What follows belongs to an exercise in optimizing a design on an open flow for small area and a short achievable clock period; a production flow would make more cautious choices. Function was checked by simulation only, so behaviour that the tests miss may differ from the original. Power and IR drop assume default switching activity.

==> v6 <==
// conv_top
module conv_top (
	input  logic    clk,
	input  logic    rst_n,
	input  logic    filter_valid,
	input  logic    image_valid,
	input  conv_pkg::sample_t in_data,
	output logic    out_valid,
	output conv_pkg::result_t out_data
);
	localparam int COL_LAT = 3;
	localparam int ROW_LAT = 2;
	logic [conv_pkg::TAPS-1:0][1:0] bt_one, bt_two, bt_neg;
	conv_pkg::sample_t [conv_pkg::TAPS-1:0] col_taps;
	logic       res_flag;
	conv_pkg::sample_t [conv_pkg::TAPS-1:0] col_pix;
	conv_pkg::sample_t [conv_pkg::TAPS-1:0] col_pix_d;
	conv_pkg::col_sum_t cs;
	logic [COL_LAT+ROW_LAT-1:0] res_pipe;
	filter_tap_loader u_filter_tap_loader (
		.clk          (clk),
		.filter_valid (filter_valid),
		.in_data      (in_data),
		.bt_one       (bt_one),
		.bt_two       (bt_two),
		.bt_neg       (bt_neg),
		.col_taps     (col_taps)
	);
	row_result_store u_row_result_store (
		.clk         (clk),
		.rst_n       (rst_n),
		.image_valid (image_valid),
		.in_data     (in_data),
		.res_flag    (res_flag),
		.col_pix     (col_pix),
		.col_pix_d   (col_pix_d)
	);
	vertical_filter u_vertical_filter (
		.clk       (clk),
		.col_pix   (col_pix),
		.col_pix_d (col_pix_d),
		.col_taps  (col_taps),
		.cs        (cs)
	);
	horizontal_filter u_horizontal_filter (
  ...
==> flow/config.mk <==
export PLATFORM = sky130hd
export DESIGN_NAME = conv_top
export DESIGN_NICKNAME = conv_top
export VERILOG_FILES = /design/flow/design.v
export SDC_FILE = /design/flow/constraint.sdc
export NUM_CORES = 4
export LEC_CHECK = 0
export ABC_CLOCK_PERIOD_IN_PS = 1700
export CAP_MARGIN = 20
export CORE_MARGIN = 2
export CORE_UTILIZATION = 40
export CTS_BUF_LIST = sky130_fd_sc_hd__clkbuf_16
export CTS_CLUSTER_DIAMETER = 150
export CTS_CLUSTER_SIZE = 25
export SETUP_SLACK_MARGIN = 2.45
export SLEW_MARGIN = 20
export SYNTH_HIERARCHICAL = 1
==> flow/constraint.sdc <==
create_clock -name core_clock -period 4.5 [get_ports {clk}]
set_input_delay 0.9000 -clock core_clock [delete_from_list [all_inputs] [get_ports {clk}]]
set_output_delay 0.9000 -clock core_clock [all_outputs]
set_load 0.01 [all_outputs]
run.sh (not shown) runs the stock make flow with config.mk's settings and CLKGATE_MAP_FILE= SYNTH_SCRIPT=/design/flow/synth_recipe.tcl, a recipe that flattens the netlist after the stock synthesis.
==> inputs of v29, as changes to v6 <==
--- a/flow/design.v
+++ b/flow/design.v
@@ -56,16 +56,37 @@
 endmodule
 module csa_xn (
 	input  logic a,
 	input  logic b,
 	output logic y
 );
 	assign y = ~(a ^ b);
 endmodule
+module csa_bpp (
+	input  logic x1,
+	input  logic x0,
+	input  logic one,
+	input  logic two,
+	input  logic neg,
+	output logic y
+);
+	logic s;
+	csa_bsel u_sel (.x1(x1), .x0(x0), .one(one), .two(two), .s(s));
+	assign y = s ^ neg;
+endmodule
+module csa_bsel (
+	input  logic x1,
+	input  logic x0,
+	input  logic one,
+	input  logic two,
+	output logic s
+);
+	assign s = ~((one & x1) | (two & x0));
+endmodule
 `timescale 1ns/10ps
 module filter_tap_loader (
 	input  logic    clk,
 	input  logic    filter_valid,
 	input  conv_pkg::sample_t in_data,
 	output logic [conv_pkg::TAPS-1:0][1:0] bt_one,
 	output logic [conv_pkg::TAPS-1:0][1:0] bt_two,
 	output logic [conv_pkg::TAPS-1:0][1:0] bt_neg,
@@ -115,16 +136,24 @@
 		for (int k = 0; k < conv_pkg::TAPS - 2; k++) begin
 			win[k] <= win[k+1];
 		end
 		win[conv_pkg::TAPS-2] <= cs;
 	end
 	always_comb begin
 		win[conv_pkg::TAPS-1] = cs;
 	end
+	localparam int WIN_EXTRA = 0;
+	conv_pkg::col_sum_t win_old [WIN_EXTRA > 0 ? WIN_EXTRA : 1];
+	always_ff @(posedge clk) begin
+		win_old[0] <= win[0];
+		for (int e = 1; e < WIN_EXTRA; e++) begin
+			win_old[e] <= win_old[e-1];
+		end
+	end
 	logic rt_n0;
 	logic rt_n1;
 	logic rt_n2;
 	logic rt_n3;
 	logic rt_n4;
 	logic rt_n5;
 	logic rt_n6;
 	logic rt_n7;
ABC_CLOCK_PERIOD_IN_PS = 1950   (was 1700)
SETUP_SLACK_MARGIN = 2.55   (was 2.45)
==> inputs of v23, as changes to v6 <==
--- a/flow/design.v
+++ b/flow/design.v
@@ -56,16 +56,37 @@
 endmodule
 module csa_xn (
 	input  logic a,
 	input  logic b,
 	output logic y
 );
 	assign y = ~(a ^ b);
 endmodule
+module csa_bpp (
+	input  logic x1,
+	input  logic x0,
+	input  logic one,
+	input  logic two,
+	input  logic neg,
+	output logic y
+);
+	logic s;
+	csa_bsel u_sel (.x1(x1), .x0(x0), .one(one), .two(two), .s(s));
+	assign y = s ^ neg;
+endmodule
+module csa_bsel (
+	input  logic x1,
+	input  logic x0,
+	input  logic one,
+	input  logic two,
+	output logic s
+);
+	assign s = ~((one & x1) | (two & x0));
+endmodule
 `timescale 1ns/10ps
 module filter_tap_loader (
 	input  logic    clk,
 	input  logic    filter_valid,
 	input  conv_pkg::sample_t in_data,
 	output logic [conv_pkg::TAPS-1:0][1:0] bt_one,
 	output logic [conv_pkg::TAPS-1:0][1:0] bt_two,
 	output logic [conv_pkg::TAPS-1:0][1:0] bt_neg,
@@ -115,16 +136,24 @@
 		for (int k = 0; k < conv_pkg::TAPS - 2; k++) begin
 			win[k] <= win[k+1];
 		end
 		win[conv_pkg::TAPS-2] <= cs;
 	end
 	always_comb begin
 		win[conv_pkg::TAPS-1] = cs;
 	end
+	localparam int WIN_EXTRA = 0;
+	conv_pkg::col_sum_t win_old [WIN_EXTRA > 0 ? WIN_EXTRA : 1];
+	always_ff @(posedge clk) begin
+		win_old[0] <= win[0];
+		for (int e = 1; e < WIN_EXTRA; e++) begin
+			win_old[e] <= win_old[e-1];
+		end
+	end
 	logic rt_n0;
 	logic rt_n1;
 	logic rt_n2;
 	logic rt_n3;
 	logic rt_n4;
 	logic rt_n5;
 	logic rt_n6;
 	logic rt_n7;
ABC_CLOCK_PERIOD_IN_PS = 2150   (was 1700)
SETUP_SLACK_MARGIN = 2.5   (was 2.45)
==> inputs of v31, as changes to v6 <==
--- a/flow/design.v
+++ b/flow/design.v
@@ -56,16 +56,37 @@
 endmodule
 module csa_xn (
 	input  logic a,
 	input  logic b,
 	output logic y
 );
 	assign y = ~(a ^ b);
 endmodule
+module csa_bpp (
+	input  logic x1,
+	input  logic x0,
+	input  logic one,
+	input  logic two,
+	input  logic neg,
+	output logic y
+);
+	logic s;
+	csa_bsel u_sel (.x1(x1), .x0(x0), .one(one), .two(two), .s(s));
+	assign y = s ^ neg;
+endmodule
+module csa_bsel (
+	input  logic x1,
+	input  logic x0,
+	input  logic one,
+	input  logic two,
+	output logic s
+);
+	assign s = ~((one & x1) | (two & x0));
+endmodule
 `timescale 1ns/10ps
 module filter_tap_loader (
 	input  logic    clk,
 	input  logic    filter_valid,
 	input  conv_pkg::sample_t in_data,
 	output logic [conv_pkg::TAPS-1:0][1:0] bt_one,
 	output logic [conv_pkg::TAPS-1:0][1:0] bt_two,
 	output logic [conv_pkg::TAPS-1:0][1:0] bt_neg,
@@ -115,16 +136,24 @@
 		for (int k = 0; k < conv_pkg::TAPS - 2; k++) begin
 			win[k] <= win[k+1];
 		end
 		win[conv_pkg::TAPS-2] <= cs;
 	end
 	always_comb begin
 		win[conv_pkg::TAPS-1] = cs;
 	end
+	localparam int WIN_EXTRA = 0;
+	conv_pkg::col_sum_t win_old [WIN_EXTRA > 0 ? WIN_EXTRA : 1];
+	always_ff @(posedge clk) begin
+		win_old[0] <= win[0];
+		for (int e = 1; e < WIN_EXTRA; e++) begin
+			win_old[e] <= win_old[e-1];
+		end
+	end
 	logic rt_n0;
 	logic rt_n1;
 	logic rt_n2;
 	logic rt_n3;
 	logic rt_n4;
 	logic rt_n5;
 	logic rt_n6;
 	logic rt_n7;
ABC_CLOCK_PERIOD_IN_PS = 2050   (was 1700)
==> comparison <==
In area after synthesis, v23 and v6 do not differ. First-iteration DRC count: v29 < v23 < v31 < v6. The lowest global-route usage belongs to v31, the highest to v29. Sequential share of layout area: v6 is lower than v31 (0.54 points). Against v6, the final cell count of v29 is larger by 0.58%. Of v29 and v6, v29 has the higher register-to-register slack (gap 0.04 ns). The highest design area belongs to v29, the lowest to v31. Via count: v6 is lower than v23 (about 0.6%). Clock skew: v31 > v29 > v23 > v6. In v29 the maximum frequency is higher than in v31, by 2.2%.
==> figures <==
quantity	v31	v29	v6	v23
Internal power	8.817 mW	9.147 mW	8.892 mW	8.999 mW
Area taken by flip-flops and latches	9415 um2	9419 um2	9417 um2	9423 um2
Pin count of the biggest net entering global routing	71	73	89	71
Total area of multi-input combinational cells	6761 um2	7144 um2	6803 um2	6923 um2
Data arrival time of the worst path	2.45 ns	2.41 ns	2.45 ns	2.43 ns
Gate power share	0.467	0.486	0.472	0.477
Met1 Use GR	0.1795	0.1861	0.1872	0.1805
Average wire length per cell after detail routing	17.22 um	17.62 um	17.15 um	17.47 um
Layout net count	1,334	1,365	1,355	1,366
Worst setup endpoint	u_horizontal_filter.rt_s1[5]	u_vertical_filter.ct_s1[11]	u_vertical_filter.ct_s0[26]	u_vertical_filter.ct_s0[22]
Startpoint of the most critical register-to-register path	u_filter_tap_loader.sr[7]	u_row_result_store.dl[1]	u_row_result_store.dl[93]	u_row_result_store.dl[92]
Post-route design area	18,270 um2	18,880 um2	18,470 um2	18,640 um2
Result of the run	finished clean	finished clean	finished clean	finished clean
Leading cell type in the layout, fill and taps excluded	sky130_fd_sc_hd__dfxtp_1	sky130_fd_sc_hd__edfxtp_1	sky130_fd_sc_hd__dfxtp_1	sky130_fd_sc_hd__edfxtp_1
Non-clock buffering overhead in the final layout	0.04238	0.05261	0.05006	0.05235
Non-filler cells, final	1,716	1,748	1,738	1,748
Slew at the pin closest to its max-slew limit	0.9837 ns	0.9581 ns	1.047 ns	1.015 ns
Power attributed to sequential cells	5.60 mW	5.59 mW	5.58 mW	5.60 mW
Vias post-DR	8,442	8,558	8,552	8,604
First-pass GRT wire length	47,400 um	49,490 um	48,210 um	47,800 um
Worst VDD drop	0.3541 mV	0.4248 mV	0.3294 mV	0.3552 mV

what the ideal ports hide:
The flow's constraints put no driver on any port. The routed layouts listed below were extracted and timed again, unchanged, in two steps.
Step 1 sets driving cells, clkbuf_16 on the clock port and buf_2 on the other inputs (assumed; they add their load-dependent delay and slew).
Step 2 times the ports against the registers' clock, not the clock port: input delays grow and output delays shrink by t, the midpoint of the rising clock arrivals with the driver on.
Three values: ideal, step 1, step 2; two values: the first two.
run | t, ns | setup slack, ns | worst setup path at the end | worst data-port slew with drivers (ns) | pins driven straight from the clock port
v6 | 0.579 | 2.487 / 2.441 / 2.110 | input to register | 0.04 | 1
v29 | 0.573 | 2.528 / 2.503 / 2.167 | input to register | 0.04 | 1
v23 | 0.579 | 2.504 / 2.478 / 2.154 | input to register | 0.05 | 1
v31 | 0.577 | 2.485 / 2.443 / 2.161 | input to register | 0.05 | 1
After both steps every run listed still meets setup and hold. For v6, which loses most, drivers alone change the setup slack by -0.046 ns; drivers and shift together by -0.377 ns.
